Source: an optimization exercise on an open RTL-to-GDS flow (aim: small area, a short achievable clock period and few clock cycles per item). Production flows keep margins and buffers that such runs may drop.
No functional check of the RTL was part of any run shown here.

## flow/design.v (module list and top-level ports; edited modules follow where they fit)
// module fp_mul_rr_sched: 172 lines
// module rr_pick: 30 lines
// module mul24: 2270 lines
// module bsel: 4 lines
// module bneg: 3 lines
// module fa3: 3 lines
module fp_mul_rr_sched #(
  parameter int NEXP  = 8,
  parameter int NSIG  = 23,
  parameter int NREQ  = 4,
  parameter int IDW   = $clog2(NREQ),
  parameter int NFLAG = 6
) (
  input  logic                           clk,
  input  logic                           rst_n,
  input  logic [NREQ-1:0]                req_valid,
  output logic [NREQ-1:0]                req_ready,
  input  logic [NREQ*(NEXP+NSIG+1)-1:0]  req_a,
  input  logic [NREQ*(NEXP+NSIG+1)-1:0]  req_b,
  input  logic [NREQ*3-1:0]              req_rnd,
  output logic                           rsp_valid,
  input  logic                           rsp_ready,
  output logic [NEXP+NSIG:0]             rsp_p,
  output logic [NFLAG-1:0]               rsp_flags,
  output logic [IDW-1:0]                 rsp_id,
  output logic                           busy
);
  // ...
==> flow/flow/run.sh <==
#!/bin/bash
# Standard ORFS layout (the standard.sh), with plain buffers on the ports
# instead of the delay cells buffer_ports picks by default.
set -euo pipefail
export BUFFER_PORTS_ARGS="-buffer_cell sky130_fd_sc_hd__buf_1"
bash standard.sh finish > standard_flow.log 2>&1
==> flow/standard.sh <==
#!/bin/bash
# synth_recipe.tcl (not shown) runs the flow's synth.tcl, then flattens the netlist and writes it again
# the make line also repeats each setting of config.mk as NAME=value (left out here)
make -C /OpenROAD-flow-scripts/flow DESIGN_CONFIG=/design/flow/config.mk WORK_HOME=/design/flow/orfs CLKGATE_MAP_FILE= SYNTH_SCRIPT=/design/flow/synth_recipe.tcl "${@:-finish}"
==> flow/config.mk <==
export PLATFORM = sky130hd
export DESIGN_NAME = fp_mul_rr_sched
export DESIGN_NICKNAME = fp_mul_rr_sched
export VERILOG_FILES = /design/flow/design.v
export SDC_FILE = /design/flow/constraint.sdc
export NUM_CORES = 4
export LEC_CHECK = 0
export CAP_MARGIN = 20
export CORE_MARGIN = 2
export CORE_UTILIZATION = 40
export SLEW_MARGIN = 20
export SYNTH_HIERARCHICAL = 1
==> flow/constraint.sdc <==
create_clock -name core_clock -period 18.0 [get_ports {clk}]
set_input_delay 3.6000 -clock core_clock [delete_from_list [all_inputs] [get_ports {clk}]]
set_output_delay 3.6000 -clock core_clock [all_outputs]
set_load 0.01 [all_outputs]
==> impl_metrics.json, run 1 <==
{
  "outcome": "complete, no violations",
  "wl_met1_um": 38400,
  "final_util": 0.451,
  "grt_use_met2": 0.449,
  "layout-drive-gt1-share": 0.0782,
  "grt.busiest_layer": "met2",
  "gp_congestion": 0.964,
  "start_util": 0.406,
  "fin_skew_ns": 0.0240,
  "critical_path.top_delay_family": "buffers and inverters",
  "regMostFlops": "s2P",
  "pre_cts_slack_ns": 9.87,
  "synth_cells": 2754,
  "viasPerCell": 6.33,
  "multi_input_comb_cells": 2365,
  "cp_slowest_cell": "o311a_1",
  "sh_seq_area": 0.180,
  "totalWireLength_um": 97400,
  "clock_latency_ns": 0.49,
  "holdWs_ns": 0.413,
  "met1_usage": 0.346,
  "grt_max_degree": 76,
  "period_minus_slack_ns": 8.15,
  "firstDrtPassIters": 6,
  "largest_cell_class": "multi-input gates",
  "vias": 25063,
  "place_hpwl_um": 71700
}
==> run 2, diff against run 1 <==
--- a/flow/design.v
+++ b/flow/design.v
@@ -2463,20 +2463,338 @@
   fa3 us1252 (.a(c1163), .b(s1164), .c(pp672), .s(s1252), .co(c1253));
   fa3 us1254 (.a(c1165), .b(s1166), .c(nx688), .s(s1254), .co(c1255));
   fa3 us1256 (.a(c1167), .b(s1168), .c(pp674), .s(s1256), .co(c1257));
   fa3 us1258 (.a(c1169), .b(pp647), .c(nx689), .s(s1258), .co(c1259));
   fa3 us1260 (.a(ns648), .b(pp677), .c(pp676), .s(s1260), .co(c1261));
   logic [47:0] r0, r1;
   assign r0 = {c1259, c1257, c1255, c1253, c1251, c1249, c1247, c1245, c1243, c1241, c1239, c1237, c1235, c1233, c1231, c1229, c1227, c1225, c1223, c1221, c1219, c1217, c1215, c1213, c1211, c1209, c1207, c1205, c1203, c1201, c1199, c1197, c1195, c1193, c1191, c1189, c1187, c1185, c1183, c1181, c1179, c1177, c1175, c1173, c1171, s1170, pp7, pp6};
   assign r1 = {s1260, s1258, s1256, s1254, s1252, s1250, s1248, s1246, s1244, s1242, s1240, s1238, s1236, s1234, s1232, s1230, s1228, s1226, s1224, s1222, s1220, s1218, s1216, s1214, s1212, s1210, s1208, s1206, s1204, s1202, s1200, s1198, s1196, s1194, s1192, s1190, s1188, s1186, s1184, s1182, s1180, s1178, s1176, s1174, s1172, neg57, 1'b0, neg3};
-  assign p = r0 + r1;
+  bkadd48 uAdd (.a(r0), .b(r1), .y(p));
 endmodule
 module bsel (input logic x1n, input logic x0n, input logic oneN, input logic twoN,
              output logic y);
   assign y = ~((x1n | oneN) & (x0n | twoN));
 endmodule
 module bneg (input logic t, input logic neg, output logic pp);
   assign pp = t ^ neg;
 endmodule
 module fa3 (input logic a, input logic b, input logic c, output logic s, output logic co);
   assign {co, s} = a + b + c;
 endmodule
+module bkadd48 (input logic [47:0] a, input logic [47:0] b, output logic [47:0] y);
+  logic [47:0] g, p, c;
+  assign g = a & b;
+  assign p = a ^ b;
+  logic gg1, pp1;
+  assign gg1 = g[1] | (p[1] & g[0]);
+  assign pp1 = p[1] & p[0];
+  logic gg2, pp2;
+  assign gg2 = g[3] | (p[3] & g[2]);
+  assign pp2 = p[3] & p[2];
+  logic gg3, pp3;
+  assign gg3 = g[5] | (p[5] & g[4]);
+  assign pp3 = p[5] & p[4];
+  logic gg4, pp4;
+  assign gg4 = g[7] | (p[7] & g[6]);
+  assign pp4 = p[7] & p[6];
+  logic gg5, pp5;
+  assign gg5 = g[9] | (p[9] & g[8]);
+  assign pp5 = p[9] & p[8];
+  logic gg6, pp6;
+  assign gg6 = g[11] | (p[11] & g[10]);
+  assign pp6 = p[11] & p[10];
+  logic gg7, pp7;
+  assign gg7 = g[13] | (p[13] & g[12]);
+  assign pp7 = p[13] & p[12];
+  logic gg8, pp8;
+  assign gg8 = g[15] | (p[15] & g[14]);
+  assign pp8 = p[15] & p[14];
+  logic gg9, pp9;
+  assign gg9 = g[17] | (p[17] & g[16]);
+  assign pp9 = p[17] & p[16];
+  logic gg10, pp10;
+  assign gg10 = g[19] | (p[19] & g[18]);
+  assign pp10 = p[19] & p[18];
+  logic gg11, pp11;
+  assign gg11 = g[21] | (p[21] & g[20]);
+  assign pp11 = p[21] & p[20];
+  logic gg12, pp12;
+  assign gg12 = g[23] | (p[23] & g[22]);
+  assign pp12 = p[23] & p[22];
+  logic gg13, pp13;
+  assign gg13 = g[25] | (p[25] & g[24]);
+  assign pp13 = p[25] & p[24];
+  logic gg14, pp14;
+  assign gg14 = g[27] | (p[27] & g[26]);
+  assign pp14 = p[27] & p[26];
+  logic gg15, pp15;
+  assign gg15 = g[29] | (p[29] & g[28]);
+  assign pp15 = p[29] & p[28];
+  logic gg16, pp16;
+  assign gg16 = g[31] | (p[31] & g[30]);
+  assign pp16 = p[31] & p[30];
+  logic gg17, pp17;
+  assign gg17 = g[33] | (p[33] & g[32]);
+  assign pp17 = p[33] & p[32];
+  logic gg18, pp18;
+  assign gg18 = g[35] | (p[35] & g[34]);
+  assign pp18 = p[35] & p[34];
+  logic gg19, pp19;
+  assign gg19 = g[37] | (p[37] & g[36]);
+  assign pp19 = p[37] & p[36];
+  logic gg20, pp20;
+  assign gg20 = g[39] | (p[39] & g[38]);
+  assign pp20 = p[39] & p[38];
+  logic gg21, pp21;
+  assign gg21 = g[41] | (p[41] & g[40]);
+  assign pp21 = p[41] & p[40];
+  logic gg22, pp22;
+  assign gg22 = g[43] | (p[43] & g[42]);
+  assign pp22 = p[43] & p[42];
+  logic gg23, pp23;
+  assign gg23 = g[45] | (p[45] & g[44]);
+  assign pp23 = p[45] & p[44];
+  logic gg24, pp24;
+  assign gg24 = g[47] | (p[47] & g[46]);
+  assign pp24 = p[47] & p[46];
+  logic gg25, pp25;
+  assign gg25 = gg2 | (pp2 & gg1);
+  assign pp25 = pp2 & pp1;
+  logic gg26, pp26;
+  assign gg26 = gg4 | (pp4 & gg3);
+  assign pp26 = pp4 & pp3;
+  logic gg27, pp27;
+  assign gg27 = gg6 | (pp6 & gg5);
+  assign pp27 = pp6 & pp5;
+  logic gg28, pp28;
+  assign gg28 = gg8 | (pp8 & gg7);
+  assign pp28 = pp8 & pp7;
+  logic gg29, pp29;
+  assign gg29 = gg10 | (pp10 & gg9);
+  assign pp29 = pp10 & pp9;
+  logic gg30, pp30;
+  assign gg30 = gg12 | (pp12 & gg11);
+  assign pp30 = pp12 & pp11;
+  logic gg31, pp31;
+  assign gg31 = gg14 | (pp14 & gg13);
+  assign pp31 = pp14 & pp13;
+  logic gg32, pp32;
+  assign gg32 = gg16 | (pp16 & gg15);
+  assign pp32 = pp16 & pp15;
+  logic gg33, pp33;
+  assign gg33 = gg18 | (pp18 & gg17);
+  assign pp33 = pp18 & pp17;
+  logic gg34, pp34;
+  assign gg34 = gg20 | (pp20 & gg19);
+  assign pp34 = pp20 & pp19;
+  logic gg35, pp35;
+  assign gg35 = gg22 | (pp22 & gg21);
+  assign pp35 = pp22 & pp21;
+  logic gg36, pp36;
+  assign gg36 = gg24 | (pp24 & gg23);
+  assign pp36 = pp24 & pp23;
+  logic gg37, pp37;
+  assign gg37 = gg26 | (pp26 & gg25);
+  assign pp37 = pp26 & pp25;
+  logic gg38, pp38;
+  assign gg38 = gg28 | (pp28 & gg27);
+  assign pp38 = pp28 & pp27;
+  logic gg39, pp39;
+  assign gg39 = gg30 | (pp30 & gg29);
+  assign pp39 = pp30 & pp29;
+  logic gg40, pp40;
+  assign gg40 = gg32 | (pp32 & gg31);
+  assign pp40 = pp32 & pp31;
+  logic gg41, pp41;
+  assign gg41 = gg34 | (pp34 & gg33);
+  assign pp41 = pp34 & pp33;
+  logic gg42, pp42;
+  assign gg42 = gg36 | (pp36 & gg35);
+  assign pp42 = pp36 & pp35;
+  logic gg43, pp43;
+  assign gg43 = gg38 | (pp38 & gg37);
+  assign pp43 = pp38 & pp37;
+  logic gg44, pp44;
+  assign gg44 = gg40 | (pp40 & gg39);
+  assign pp44 = pp40 & pp39;
+  logic gg45, pp45;
+  assign gg45 = gg42 | (pp42 & gg41);
+  assign pp45 = pp42 & pp41;
+  logic gg46, pp46;
+  assign gg46 = gg44 | (pp44 & gg43);
+  assign pp46 = pp44 & pp43;
+  logic gg47, pp47;
+  assign gg47 = gg45 | (pp45 & gg46);
+  assign pp47 = pp45 & pp46;
+  logic gg48, pp48;
+  assign gg48 = gg39 | (pp39 & gg43);
+  assign pp48 = pp39 & pp43;
+  logic gg49, pp49;
+  assign gg49 = gg41 | (pp41 & gg46);
+  assign pp49 = pp41 & pp46;
+  logic gg50, pp50;
+  assign gg50 = gg27 | (pp27 & gg37);
+  assign pp50 = pp27 & pp37;
+  logic gg51, pp51;
+  assign gg51 = gg29 | (pp29 & gg43);
+  assign pp51 = pp29 & pp43;
+  logic gg52, pp52;
+  assign gg52 = gg31 | (pp31 & gg48);
+  assign pp52 = pp31 & pp48;
+  logic gg53, pp53;
+  assign gg53 = gg33 | (pp33 & gg46);
+  assign pp53 = pp33 & pp46;
+  logic gg54, pp54;
+  assign gg54 = gg35 | (pp35 & gg49);
+  assign pp54 = pp35 & pp49;
+  logic gg55, pp55;
+  assign gg55 = gg3 | (pp3 & gg25);
+  assign pp55 = pp3 & pp25;
+  logic gg56, pp56;
+  assign gg56 = gg5 | (pp5 & gg37);
+  assign pp56 = pp5 & pp37;
+  logic gg57, pp57;
+  assign gg57 = gg7 | (pp7 & gg50);
+  assign pp57 = pp7 & pp50;
+  logic gg58, pp58;
+  assign gg58 = gg9 | (pp9 & gg43);
+  assign pp58 = pp9 & pp43;
+  logic gg59, pp59;
+  assign gg59 = gg11 | (pp11 & gg51);
+  assign pp59 = pp11 & pp51;
+  logic gg60, pp60;
+  assign gg60 = gg13 | (pp13 & gg48);
+  assign pp60 = pp13 & pp48;
+  logic gg61, pp61;
+  assign gg61 = gg15 | (pp15 & gg52);
+  assign pp61 = pp15 & pp52;
+  logic gg62, pp62;
+  assign gg62 = gg17 | (pp17 & gg46);
+  assign pp62 = pp17 & pp46;
+  logic gg63, pp63;
+  assign gg63 = gg19 | (pp19 & gg53);
+  assign pp63 = pp19 & pp53;
+  logic gg64, pp64;
+  assign gg64 = gg21 | (pp21 & gg49);
+  assign pp64 = pp21 & pp49;
+  logic gg65, pp65;
+  assign gg65 = gg23 | (pp23 & gg54);
+  assign pp65 = pp23 & pp54;
+  logic gg66, pp66;
+  assign gg66 = g[2] | (p[2] & gg1);
+  assign pp66 = p[2] & pp1;
+  logic gg67, pp67;
+  assign gg67 = g[4] | (p[4] & gg25);
+  assign pp67 = p[4] & pp25;
+  logic gg68, pp68;
+  assign gg68 = g[6] | (p[6] & gg55);
+  assign pp68 = p[6] & pp55;
+  logic gg69, pp69;
+  assign gg69 = g[8] | (p[8] & gg37);
+  assign pp69 = p[8] & pp37;
+  logic gg70, pp70;
+  assign gg70 = g[10] | (p[10] & gg56);
+  assign pp70 = p[10] & pp56;
+  logic gg71, pp71;
+  assign gg71 = g[12] | (p[12] & gg50);
+  assign pp71 = p[12] & pp50;
+  logic gg72, pp72;
+  assign gg72 = g[14] | (p[14] & gg57);
+  assign pp72 = p[14] & pp57;
+  logic gg73, pp73;
+  assign gg73 = g[16] | (p[16] & gg43);
+  assign pp73 = p[16] & pp43;
+  logic gg74, pp74;
+  assign gg74 = g[18] | (p[18] & gg58);
+  assign pp74 = p[18] & pp58;
+  logic gg75, pp75;
+  assign gg75 = g[20] | (p[20] & gg51);
+  assign pp75 = p[20] & pp51;
+  logic gg76, pp76;
+  assign gg76 = g[22] | (p[22] & gg59);
+  assign pp76 = p[22] & pp59;
+  logic gg77, pp77;
+  assign gg77 = g[24] | (p[24] & gg48);
+  assign pp77 = p[24] & pp48;
+  logic gg78, pp78;
+  assign gg78 = g[26] | (p[26] & gg60);
+  assign pp78 = p[26] & pp60;
+  logic gg79, pp79;
+  assign gg79 = g[28] | (p[28] & gg52);
+  assign pp79 = p[28] & pp52;
+  logic gg80, pp80;
+  assign gg80 = g[30] | (p[30] & gg61);
+  assign pp80 = p[30] & pp61;
+  logic gg81, pp81;
+  assign gg81 = g[32] | (p[32] & gg46);
+  assign pp81 = p[32] & pp46;
+  logic gg82, pp82;
+  assign gg82 = g[34] | (p[34] & gg62);
+  assign pp82 = p[34] & pp62;
+  logic gg83, pp83;
+  assign gg83 = g[36] | (p[36] & gg53);
+  assign pp83 = p[36] & pp53;
+  logic gg84, pp84;
+  assign gg84 = g[38] | (p[38] & gg63);
+  assign pp84 = p[38] & pp63;
+  logic gg85, pp85;
+  assign gg85 = g[40] | (p[40] & gg49);
+  assign pp85 = p[40] & pp49;
+  logic gg86, pp86;
+  assign gg86 = g[42] | (p[42] & gg64);
+  assign pp86 = p[42] & pp64;
+  logic gg87, pp87;
+  assign gg87 = g[44] | (p[44] & gg54);
+  assign pp87 = p[44] & pp54;
+  logic gg88, pp88;
+  assign gg88 = g[46] | (p[46] & gg65);
+  assign pp88 = p[46] & pp65;
+  assign c[0] = 1'b0;
+  assign c[1] = g[0];
+  assign c[2] = gg1;
+  assign c[3] = gg66;
+  assign c[4] = gg25;
+  assign c[5] = gg67;
+  assign c[6] = gg55;
+  assign c[7] = gg68;
+  assign c[8] = gg37;
+  assign c[9] = gg69;
+  assign c[10] = gg56;
+  assign c[11] = gg70;
+  assign c[12] = gg50;
+  assign c[13] = gg71;
+  assign c[14] = gg57;
+  assign c[15] = gg72;
+  assign c[16] = gg43;
+  assign c[17] = gg73;
+  assign c[18] = gg58;
+  assign c[19] = gg74;
+  assign c[20] = gg51;
+  assign c[21] = gg75;
+  assign c[22] = gg59;
+  assign c[23] = gg76;
+  assign c[24] = gg48;
+  assign c[25] = gg77;
+  assign c[26] = gg60;
+  assign c[27] = gg78;
+  assign c[28] = gg52;
+  assign c[29] = gg79;
+  assign c[30] = gg61;
+  assign c[31] = gg80;
+  assign c[32] = gg46;
+  assign c[33] = gg81;
+  assign c[34] = gg62;
+  assign c[35] = gg82;
+  assign c[36] = gg53;
+  assign c[37] = gg83;
+  assign c[38] = gg63;
+  assign c[39] = gg84;
+  assign c[40] = gg49;
+  assign c[41] = gg85;
+  assign c[42] = gg64;
+  assign c[43] = gg86;
+  assign c[44] = gg54;
+  assign c[45] = gg87;
+  assign c[46] = gg65;
+  assign c[47] = gg88;
+  assign y = p ^ c;
+endmodule
==> run 2 against run 1 <==
First-iteration DRC count down 6.3%. Worst hold slack better by 0.0094 ns. Setup slack better by 0.077 ns. Highest routed layer unchanged. Critical path depth did not move. Still clean. Synthesized cell count fell by 1.6%.
==> impl_metrics.json, run 2 <==
{
  "min_path_cells": 0,
  "vias": 24626,
  "cts_tree": "built",
  "wl_per_cell_um": 24.7,
  "synth_cells": 2709,
  "drc_errors": 0,
  "crit_path_start_kind": "input pin",
  "start_util": 0.405,
  "grt_pass1_vias": 25080,
  "drv_cap": 0,
  "crit_arrival_ns": 4.47,
  "post-route-period-util": 0.448,
  "period_minus_slack_ns": 8.07,
  "final_max_slew_viol_count": 0,
  "hold_buffers": 0,
  "cp_cell_sequence": "buf_1 -> nor3_1 -> o311a_1 -> buf_1",
  "reg2reg_slack_ns": 10.08,
  "critical_path.top_delay_family": "buffers and inverters",
  "largest_reg_flops": 48,
  "boundaryPins": 321,
  "outcome": "complete, no violations",
  "cp_slowest_cell": "o311a_1",
  "reg2reg_depth": 21,
  "viasPerCell": 6.29,
  "worstSetupPathType": "input pin to primary output",
  "hold_start": "s1Id[1]$_DFFE_PN_",
  "fin_skew_ns": 0.0228,
  "crit_required_ns": 14.40,
  "grt_max_degree": 76,
  "rsz0062_at_grt": "no",
  "cts_made_buffers": 17,
  "post_cts_buffers": 0,
  "nFillCells": 6435,
  "place_hpwl_um": 71700,
  "ant_nets": 0,
  "cp-end-kind": "primary output",
  "mostFrequentLayoutCells": "320 x buf_1, 306 x xor2_1, 291 x fa_1, 288 x o22ai_1, 178 x nand2_1",
  "setup_viol": 0,
  "coreArea_mm2": 0.0673,
  "cts_root_buffer": "clkbuf_16",
  "cp_max_fo": 8,
  "die_area_mm2": 0.0702,
  "syn_avg_cell_area_um2": 10.0,
  "dr.first_iter.drc_count": 2284,
  "yosys_warnings": 18,
  "fmax_mhz": 124,
  "io_buffers": 320,
  "gp_congestion": 0.980,
  "cts.sinks": 183,
  "hold_violations": 0,
  "slew_headroom": 0.206,
  "crit_buf_inv": 2,
  "htreeDepth": 4,
  "die_w_um": 265,
  "grt_first_pass_wirelength_um": 148000,
  "dieHeight_um": 265,
  "clk_pin_slew_ns": 0.07,
  "layout-drive-gt1-share": 0.0816,
  "r2r_start": "s1A[24]$_DFFE_PN_",
  "antenna_found_initial": 3,
  "rows": 95,
  "final_common_cell": "buf_1",
  "holdPathEnd": "s2Id[1]$_DFFE_PN_",
  "overflow": 0,
  "cp_common_cell": "buf_1",
  "firstDrtPassIters": 6,
  "totalWireLength_um": 96900,
  "regMostFlops": "s2P",
  "worstMarginPinSlew_ns": 1.19,
  "holdWs_ns": 0.423,
  "worst_hold_path_type": "register to register",
  "setup_tns_ns": 0,
  "max_stage_delay_ns": 0.36,
  "track_usage": 0.272,
  "syn_area_mm2": 0.0272,
  "nNetsFinal": 3690,
  "r2r_end": "s2P[46]$_DFFE_PN_",
  "syn2layout_area_growth_pct": 10.9,
  "cts.repair.resized": 0,
  "clock_latency_ns": 0.48,
  "dpl.cell_count": 3880,
  "cts_buffer_depth": 2,
  "final_cells": 3915
}
==> run 2: metrics by stage <==
stage | cell area [um^2] | utilization | setup WS [ns]
after detailed placement | 29600 | 0.439 | 9.93
after floorplan | 27200 | - | 10.14
after global placement | 29600 | 0.439 | 9.94
after CTS | 30200 | 0.449 | 9.93
after global routing | 30200 | 0.449 | 9.57
final | 30200 | 0.449 | 9.93
==> run 2: routing by layer <==
layer  part of all wire  vias up  GRT usage
met5                  0        -          0
met4              0.047        0      0.129
met3              0.084      235     0.0546
met2               0.47     1398      0.442
met1               0.40    12166      0.347
li1                   -    10827          -
==> run 2: cell type report <==
cell class	instances	area, um^2	area share
repair buffers	389	1720	0.0569
diodes	3	7.51	0.000249
clock inverters	15	201	0.00667
clock buffers	17	425	0.0141
well taps	873	1090	0.0362
multi-input cells	2302	20800	0.688
inverters	133	499	0.0165
flip-flops and latches	183	5460	0.181
==> run 2: worst max path at each step <==
stage / startpoint / end / slack, ns / cells after the start
floorplan: s1B[28]$_DFFE_PN_ / s2P[46]$_DFFE_PN_ / 10.14 / 22
global placement: req_valid[0] / req_ready[1] / 9.94 / 4
detailed placement: req_valid[0] / req_ready[1] / 9.93 / 4
CTS: req_valid[0] / req_ready[1] / 9.93 / 4
global route: s1B[24]$_DFFE_PN_ / s2P[46]$_DFFE_PN_ / 9.57 / 24
finish: req_valid[0] / req_ready[1] / 9.93 / 4
==> run 2: worst reg2reg max path, cell delays in order (launching register included) <==
cell and delay [ns]:
edfxtp_1 0.46, nor4_1 0.40, nand2_1 0.13, buf_4 0.26
inv_1 0.81, o22ai_1 0.20, xor2_1 0.22, fa_1 0.47
fa_1 0.57, fa_1 0.49, fa_1 0.62, fa_1 0.44
ha_1 0.35, nand2_1 0.10, nor3_1 0.43, nand4_1 0.16
a2111oi_0 0.42, a2111oi_1 0.16, nor3_1 0.29, nand4_1 0.13
nand4b_1 0.12, fa_1 0.42
==> module fp_mul_rr_sched, before the edit <==
module fp_mul_rr_sched #(
  parameter int NEXP  = 8,
  parameter int NSIG  = 23,
  parameter int NREQ  = 4,
  parameter int IDW   = $clog2(NREQ),
  parameter int NFLAG = 6
) (
  input  logic                           clk,
  input  logic                           rst_n,
  input  logic [NREQ-1:0]                req_valid,
  output logic [NREQ-1:0]                req_ready,
  input  logic [NREQ*(NEXP+NSIG+1)-1:0]  req_a,
  input  logic [NREQ*(NEXP+NSIG+1)-1:0]  req_b,
  input  logic [NREQ*3-1:0]              req_rnd,
  output logic                           rsp_valid,
  input  logic                           rsp_ready,
  output logic [NEXP+NSIG:0]             rsp_p,
  output logic [NFLAG-1:0]               rsp_flags,
  output logic [IDW-1:0]                 rsp_id,
  output logic                           busy
);
  localparam int W = NEXP + NSIG + 1;
  logic           v1, v2, adv1, adv2, adv3;
  logic [IDW-1:0] rrPtr, grantIdx;
  logic [NREQ-1:0] grantOh;
  assign adv3 = !rsp_valid || rsp_ready;
  assign adv2 = !v2 || adv3;
  assign adv1 = !v1 || adv2;
  assign busy = v1 || v2 || rsp_valid;
  logic rdy, roomRdy;
  rr_pick #(.NREQ(NREQ), .IDW(IDW)) uPickReady (
    .valid(req_valid), .ptr(rrPtr), .room(roomRdy),
    .take(rsp_ready), .en(rdy), .oh(req_ready), .idx());
  rr_pick #(.NREQ(NREQ), .IDW(IDW)) uPickSel (
    .valid(req_valid), .ptr(rrPtr), .room(1'b1),
    .take(1'b1), .en(1'b1), .oh(grantOh), .idx(grantIdx));
  always_ff @(posedge clk or negedge rst_n) begin
    if (!rst_n) begin
      v1        <= 1'b0;
      v2        <= 1'b0;
      rsp_valid <= 1'b0;
      rrPtr     <= IDW'(NREQ - 1);
      rdy       <= 1'b0;
      roomRdy   <= 1'b0;
    end else begin
      if (adv1) v1 <= rdy && |req_valid;
      if (adv2) v2 <= v1;
      if (adv3) rsp_valid <= v2;
      rdy     <= 1'b1;
      roomRdy <= !((adv1 ? rdy && |req_valid : v1) && (adv2 ? v1 : v2) && (adv3 ? v2 : rsp_valid));
      if (adv1 && rdy && |req_valid) rrPtr <= grantIdx;
    end
  end
  logic [W-1:0]   s1A, s1B;
  logic           s1Rnd;
  logic [IDW-1:0] s1Id;
  always_comb begin
    logic [W-1:0] a, b;
    logic [2:0]   r;
    a = '0; b = '0; r = '0;
    for (int i = 0; i < NREQ; i++) begin
      a |= req_a[i*W +: W] & {W{grantOh[i]}};
      b |= req_b[i*W +: W] & {W{grantOh[i]}};
      r |= req_rnd[i*3 +: 3] & {3{grantOh[i]}};
    end
    s1In_a = a; s1In_b = b; s1In_r = (r == 3'b100);
  end
  logic [W-1:0] s1In_a, s1In_b;
  logic         s1In_r;
  always_ff @(posedge clk) begin
    if (adv1) begin
      s1A   <= s1In_a;
      s1B   <= s1In_b;
      s1Rnd <= s1In_r;
      s1Id  <= grantIdx;
    end
  end
  logic [NEXP-1:0] expA, expB;
  logic [NSIG-1:0] fracA, fracB;
  logic            nanA, nanB, infA, infB, zeroA, zeroB, subA, subB;
  logic [47:0]     prod;
  logic [4:0]      lzA, lzB;
  logic [5:0]      lzm;
  logic signed [10:0] k, d, c, u;
  assign expA  = s1A[W-2:NSIG];
  assign expB  = s1B[W-2:NSIG];
  assign fracA = s1A[NSIG-1:0];
  assign fracB = s1B[NSIG-1:0];
  assign subA  = ~(|expA);
  assign subB  = ~(|expB);
  assign nanA  = (&expA) & (|fracA);
  assign nanB  = (&expB) & (|fracB);
  assign infA  = (&expA) & ~(|fracA);
  assign infB  = (&expB) & ~(|fracB);
  assign zeroA = subA & ~(|fracA);
  assign zeroB = subB & ~(|fracB);
  mul24 uMul (.a({~subA, fracA}), .b({~subB, fracB}), .p(prod));
  always_comb begin
    lzA = 5'd24;
    for (int i = 0; i < NSIG; i++) if (fracA[i]) lzA = 5'(NSIG - i);
    if (!subA) lzA = 5'd0;
    lzB = 5'd24;
    for (int i = 0; i < NSIG; i++) if (fracB[i]) lzB = 5'(NSIG - i);
    if (!subB) lzB = 5'd0;
    lzm = 6'(lzA) + 6'(lzB);
    k = 11'({expA[7:1], expA[0] | subA}) + 11'({expB[7:1], expB[0] | subB}) - 11'sd127;
    d = k - 11'(lzm);
    c = (d >= 0) ? 11'(lzm) : k;
    u = 11'sd24 - c;
  end
  logic [47:0]    s2P;
  logic [5:0]     s2U;
  logic           s2Uz, s2DGe0, s2DGt0;
  logic [8:0]     s2D;
  logic           s2Sgn, s2Rnd, s2Nan, s2Inf, s2Zero, s2Snan;
  logic [IDW-1:0] s2Id;
  always_ff @(posedge clk) begin
    if (adv2) begin
      s2P    <= prod;
      s2U    <= u[5:0];
      s2Uz   <= u > 11'sd49;
      s2D    <= d[8:0];
      s2DGe0 <= d >= 0;
      s2DGt0 <= d > 0;
      s2Sgn  <= s1A[W-1] ^ s1B[W-1];
      s2Rnd  <= s1Rnd;
      s2Nan  <= nanA | nanB | (infA & zeroB) | (zeroA & infB);
      s2Inf  <= infA | infB;
      s2Zero <= zeroA | zeroB;
      s2Snan <= (nanA & ~fracA[NSIG-1]) | (nanB & ~fracB[NSIG-1]);
      s2Id   <= s1Id;
    end
  end
  logic [49:0] pExt;
  logic [25:0] q;
  logic        q47, fine, guard, ovf;
  logic [22:0] frac;
  logic [9:0]  e;
  logic [30:0] mag;
  logic [31:0] pOut;
  always_comb begin
    pExt  = {s2P, 2'b00};
    q     = s2Uz ? 26'b0 : 26'(pExt >> s2U);
    q47   = q[25];
    fine  = s2DGt0 & ~q47;
    frac  = fine ? q[23:1] : q[24:2];
    guard = fine ? q[0] : q[1];
    e     = s2DGe0 ? 10'(s2D) + 10'(q47) : 10'd0;
    ovf   = e > 10'd254;
    mag   = {e[7:0], frac} + 31'(s2Rnd & guard);
    if (s2Nan)                pOut = 32'h7FC00000;
    else if (s2Inf || ovf)    pOut = {s2Sgn, 8'hFF, 23'b0};
    else if (s2Zero)          pOut = {s2Sgn, 31'b0};
    else                      pOut = {s2Sgn, mag};
  end
  logic rSnan;
  always_ff @(posedge clk) begin
    if (adv3) begin
      rsp_p  <= pOut;
      rSnan  <= s2Snan;
      rsp_id <= s2Id;
    end
  end
  logic allOnes, allZero, fracNz;
  always_comb begin
    allOnes = &rsp_p[30:23];
    allZero = ~(|rsp_p[30:23]);
    fracNz  = |rsp_p[22:0];
    rsp_flags = {~allOnes & ~allZero, allZero & fracNz, allZero & ~fracNz,
                 allOnes & ~fracNz, allOnes & fracNz, rSnan};
  end
endmodule
==> run 3, diff against run 2 <==
--- a/flow/design.v
+++ b/flow/design.v
@@ -21,38 +21,50 @@
 );
   localparam int W = NEXP + NSIG + 1;
-  logic           v1, v2, adv1, adv2, adv3;
-  logic [IDW-1:0] rrPtr, grantIdx;
-  logic [NREQ-1:0] grantOh;
+  logic            v2, adv2, adv3, take, room;
+  logic [IDW-1:0]  rrPtr, s1Id, predIdx, ptrNext;
+  logic [NREQ-1:0] s1Oh, s1Mask, predOh, predMask;
+  logic            s1Ok, predOk;
   assign adv3 = !rsp_valid || rsp_ready;
   assign adv2 = !v2 || adv3;
-  assign adv1 = !v1 || adv2;
-  assign busy = v1 || v2 || rsp_valid;
-  logic rdy, roomRdy;
-  rr_pick #(.NREQ(NREQ), .IDW(IDW)) uPickReady (
-    .valid(req_valid), .ptr(rrPtr), .room(roomRdy),
-    .take(rsp_ready), .en(rdy), .oh(req_ready), .idx());
-  rr_pick #(.NREQ(NREQ), .IDW(IDW)) uPickSel (
-    .valid(req_valid), .ptr(rrPtr), .room(1'b1),
-    .take(1'b1), .en(1'b1), .oh(grantOh), .idx(grantIdx));
+  assign busy = v2 || rsp_valid;
+  assign take = s1Ok && |(req_valid & s1Oh) && !(|(req_valid & s1Mask)) && (room || rsp_ready);
+  assign req_ready = take ? s1Oh : '0;
+  always_comb begin
+    logic [IDW-1:0] cand;
+    logic [NREQ-1:0] seen;
+    ptrNext  = take ? s1Id : rrPtr;
+    predOk   = 1'b0;
+    predIdx  = ptrNext;
+    predOh   = '0;
+    predMask = '0;
+    seen     = '0;
+    for (int k = 1; k <= NREQ; k++) begin
+      cand = ptrNext + IDW'(k);
+      if (!predOk && req_valid[cand] && !(take && cand == s1Id)) begin
+        predOk  = 1'b1;
+        predIdx = cand;
+        predOh[cand] = 1'b1;
+        predMask = seen;
+      end
+      seen[cand] = 1'b1;
+    end
+  end
   always_ff @(posedge clk or negedge rst_n) begin
     if (!rst_n) begin
-      v1        <= 1'b0;
       v2        <= 1'b0;
       rsp_valid <= 1'b0;
       rrPtr     <= IDW'(NREQ - 1);
-      rdy       <= 1'b0;
-      roomRdy   <= 1'b0;
+      s1Ok      <= 1'b0;
+      room      <= 1'b0;
     end else begin
-      if (adv1) v1 <= rdy && |req_valid;
-      if (adv2) v2 <= v1;
+      if (adv2) v2 <= take;
       if (adv3) rsp_valid <= v2;
-      rdy     <= 1'b1;
-      roomRdy <= !((adv1 ? rdy && |req_valid : v1) && (adv2 ? v1 : v2) && (adv3 ? v2 : rsp_valid));
-      if (adv1 && rdy && |req_valid) rrPtr <= grantIdx;
+      rrPtr <= ptrNext;
+      s1Ok  <= predOk;
+      room  <= !((adv2 ? take : v2) && (adv3 ? v2 : rsp_valid));
     end
   end
   logic [W-1:0]   s1A, s1B;
-  logic           s1Rnd;
-  logic [IDW-1:0] s1Id;
+  logic           s1Rnd, s1HidA, s1HidB;
   always_comb begin
     logic [W-1:0] a, b;
@@ -60,7 +72,7 @@
     a = '0; b = '0; r = '0;
     for (int i = 0; i < NREQ; i++) begin
-      a |= req_a[i*W +: W] & {W{grantOh[i]}};
-      b |= req_b[i*W +: W] & {W{grantOh[i]}};
-      r |= req_rnd[i*3 +: 3] & {3{grantOh[i]}};
+      a |= req_a[i*W +: W] & {W{predOh[i]}};
+      b |= req_b[i*W +: W] & {W{predOh[i]}};
+      r |= req_rnd[i*3 +: 3] & {3{predOh[i]}};
     end
     s1In_a = a; s1In_b = b; s1In_r = (r == 3'b100);
@@ -69,10 +81,12 @@
   logic         s1In_r;
   always_ff @(posedge clk) begin
-    if (adv1) begin
-      s1A   <= s1In_a;
-      s1B   <= s1In_b;
-      s1Rnd <= s1In_r;
-      s1Id  <= grantIdx;
-    end
+    s1A    <= s1In_a;
+    s1B    <= s1In_b;
+    s1Rnd  <= s1In_r;
+    s1HidA <= |s1In_a[W-2:NSIG];
+    s1HidB <= |s1In_b[W-2:NSIG];
+    s1Id   <= predIdx;
+    s1Oh   <= predOh;
+    s1Mask <= predMask;
   end
   logic [NEXP-1:0] expA, expB;
@@ -95,5 +109,5 @@
   assign zeroA = subA & ~(|fracA);
   assign zeroB = subB & ~(|fracB);
-  mul24 uMul (.a({~subA, fracA}), .b({~subB, fracB}), .p(prod));
+  mul24 uMul (.a({s1HidA, fracA}), .b({s1HidB, fracB}), .p(prod));
   always_comb begin
     lzA = 5'd24;
@@ -171,34 +185,4 @@
   end
 endmodule
-module rr_pick #(
-  parameter int NREQ = 4,
-  parameter int IDW  = 2
-) (
-  input  logic [NREQ-1:0] valid,
-  input  logic [IDW-1:0]  ptr,
-  input  logic            room,    
-  input  logic            take,    
-  input  logic            en,
-  output logic [NREQ-1:0] oh,
-  output logic [IDW-1:0]  idx
-);
-  always_comb begin
-    logic [IDW-1:0] p;
-    logic           clear, win;
-    oh  = '0;
-    idx = '0;
-    for (int i = 0; i < NREQ; i++) begin
-      win = 1'b0;
-      for (int gap = 1; gap <= NREQ; gap++) begin
-        p = IDW'(i) - IDW'(gap);
-        clear = 1'b1;
-        for (int m = 1; m < gap; m++) clear &= ~valid[IDW'(i) - IDW'(m)];
-        win |= (ptr == p) & clear;
-      end
-      oh[i] = valid[i] & win & (room | (en & take));
-      idx |= (valid[i] & win) ? IDW'(i) : '0;
-    end
-  end
-endmodule
 module mul24 (
   input  logic [23:0] a,
==> run 3 against run 2 <==
Clock skew is 0.0085 ns higher. Die area is 2.5% lower. Global-route usage is 0.084 points lower. Sequential share of layout area is 1.2 points lower. Register-to-register slack better by 0.19 ns. Still clean on timing, DRC and antenna.
==> impl_metrics.json, run 3 <==
{
  "period_minus_slack_ns": 9.09,
  "io_buffers": 320,
  "die_area_mm2": 0.0684,
  "ant_nets": 0,
  "crit_path_start_kind": "input pin",
  "rsz0062_at_grt": "no",
  "worstSetupPathType": "input pin to register",
  "grt_pass1_vias": 24608,
  "drc_errors": 0,
  "nNetsFinal": 3648,
  "synth_cells": 2660,
  "cts_made_buffers": 17,
  "synth-async-reset-ratio": 0.0313,
  "synth_common_cells": "305 x xor2_1, 291 x fa_1, 289 x o22ai_1",
  "setup_tns_ns": 0,
  "coreArea_mm2": 0.0657,
  "dr.first_iter.drc_count": 2557,
  "hold_violations": 0,
  "outcome": "complete, no violations",
  "gp_congestion": 0.952,
  "rows": 94,
  "cp_max_fo": 59,
  "grt_first_pass_wirelength_um": 143000,
  "syn2layout_area_growth_pct": 11.3,
  "totalWireLength_um": 93700,
  "dieHeight_um": 262,
  "post-route-period-util": 0.505,
  "ys_types": 95,
  "clock_latency_ns": 0.49,
  "clk_pin_slew_ns": 0.08,
  "synth_top_area_frac": 0.220,
  "cp-end-kind": "register",
  "start_util": 0.404,
  "cts_root_buffer": "clkbuf_16",
  "fmax_mhz": 110,
  "final_max_slew_viol_count": 0,
  "slew_headroom": 0.190,
  "synth.most_common_cell": "xor2_1",
  "syn_avg_cell_area_um2": 9.98,
  "hold_buffers": 0,
  "die_w_um": 262,
  "wl_per_cell_um": 24.3,
  "firstDrtPassIters": 9,
  "ys_seq_elements": 192,
  "grt_max_degree": 70,
  "mostFrequentLayoutCells": "320 x buf_1, 305 x xor2_1, 291 x fa_1, 289 x o22ai_1, 243 x nand2_1",
  "final_common_cell": "buf_1",
  "cts.repair.resized": 0,
  "overflow": 0,
  "crit_required_ns": 18.36,
  "diodes": 0,
  "vias": 24171,
  "synth_seq_area_share": 0.187,
  "worst_hold_path_type": "register to register",
  "cts_tree": "built",
  "synth_area_leaders": "fa_1 22%, edfxtp_1 12%, xor2_1 10%, o22ai_1 6.8%, dfxtp_1 5.8%",
  "crit_arrival_ns": 9.46,
  "htreeDepth": 4,
  "antenna_found_initial": 0,
  "post_cts_buffers": 0,
  "syn_area_mm2": 0.0265,
  "boundaryPins": 321,
  "largest_reg_flops": 48,
  "synth-edff-count": 109,
  "synth_flop_cell": "edfxtp_1",
  "place_hpwl_um": 70300,
  "drv_cap": 0,
  "yosys_warnings": 7,
  "cts.sinks": 192,
  "track_usage": 0.271,
  "synth_top_area_cell": "fa_1",
  "regMostFlops": "s2P",
  "worstMarginPinSlew_ns": 1.21,
  "cts_buffer_depth": 2,
  "setup_viol": 0,
  "fin_skew_ns": 0.0314,
  "viasPerCell": 6.27,
  "layout-drive-gt1-share": 0.0769
}
## run 3: logic make-up (layout without fill, tap and decap cells)
kind of cell / count (synthesis) / after routing / synth area share
DFF: 192 / 192 / 0.187
AOI/OAI and AO/OA: 718 / 718 / 0.186
buffers and inverters: 223 / 552 / 0.0359
adders and majority gates: 398 / 398 / 0.270
and+or+nand+nor: 624 / 624 / 0.114
muxes: 140 / 140 / 0.0866
xor gates and xnor gates: 364 / 364 / 0.120
other: 1 / 1 / 0.000141
## run 3: layer usage
layer | part of all wire | track usage | vias to the layer above
li1 | - | - | 10604
met4 | 0.041 | 0.115 | 0
met5 | 0 | 0 | -
met2 | 0.48 | 0.451 | 1354
met1 | 0.39 | 0.343 | 11980
met3 | 0.086 | 0.0543 | 233
## run 3: final cells by class
class | instances | area [um^2]
Clock buffer | 17 | 425
Tap cell | 864 | 1080
Fill cell | 6229 | 36200
Inverter | 133 | 499
Multi-Input combinational cell | 2245 | 20700
Clock inverter | 15 | 184
Sequential cell | 192 | 4970
Timing Repair Buffer | 387 | 1700
## run 3: per-module statistics from Yosys (local to each module, per instance)
module,cells inside,times used,area [um^2]
fa3,1,264,20.0
mul24,204,1,1210
bkadd48,238,1,2010
fp_mul_rr_sched,1402,1,13900
bsel,1,276,6.26
bneg,1,276,8.76
## run 3: per-stage QoR
stage / utilization / area [um^2] / setup WS (ns) / hold slack (ns) / std cells
2_1_floorplan: - / 26500 / 9.89 / 0.386 / 2660
3_3_place_gp: 0.439 / 28900 / 8.41 / 0.406 / 3821
3_5_place_dp: 0.439 / 28900 / 8.23 / 0.417 / 3821
4_1_cts: 0.449 / 29500 / 8.77 / 0.428 / 3853
5_1_grt: 0.449 / 29500 / 8.60 / 0.430 / 3853
6_report: 0.449 / 29500 / 8.91 / 0.435 / 3853
## run 3: worst paths after layout
path	start	to	slack, ns	depth (start not counted)
worst max-delay path	req_valid[0]	s1HidB$_DFF_P_	8.91	15
min in group asynchronous	rst_n	room$_DFF_PN0_	2.98	1
worst max register to register	s1B[13]$_DFF_P_	s2P[47]$_DFFE_PN_	10.27	22
worst min-delay path	s2Id[0]$_DFFE_PN_	rsp_id[0]$_DFFE_PN_	0.43	0
worst min register to register	s2Id[0]$_DFFE_PN_	rsp_id[0]$_DFFE_PN_	0.43	0
max in group asynchronous	rst_n	rrPtr[0]$_DFF_PN1_	14.73	1
## run 3: worst max-delay path: stages
cell and delay (ns):
buf_1 0.38, a22oi_1 0.22, a211o_1 0.43, nor2_1 0.24, mux2i_1 0.77, ha_1 0.52
nand2b_1 0.16, o22ai_1 0.08, mux2i_1 0.87, nor2_2 0.38, a221o_4 0.69, a222oi_1 0.44
nand2_1 0.12, nor4_1 0.42, nand2_1 0.10

==> separate check: timing with driven ports <==
The flow's constraints put no driver on any port. The routed layouts listed below were extracted and timed again, unchanged, in two steps.
Step 1, drivers: a clkbuf_16 drives clk and a buf_2 each remaining input, both assumed.
Step 2 also shifts input and output timing later by t, the mid clock arrival at the registers, as if the neighbouring blocks saw the same clock.
Three values: no drivers, after step 1, after step 2; two values: the first two.
run | shift t [ns] | setup slack, ns | hold slack, ns
run 1 | 0.538 | 9.850 / 9.828 / 9.828 | 0.413 / 0.413 / 0.413
run 2 | 0.540 | 9.927 / 9.901 / 9.901 | 0.423 / 0.423 / 0.423
run 3 | 0.534 | 8.906 / 8.936 / 8.401 | 0.435 / 0.435 / 0.435
After both steps setup and hold are still met in every run listed. For run 3, which loses most, drivers alone change the setup slack by +0.030 ns; drivers and shift together by -0.505 ns.
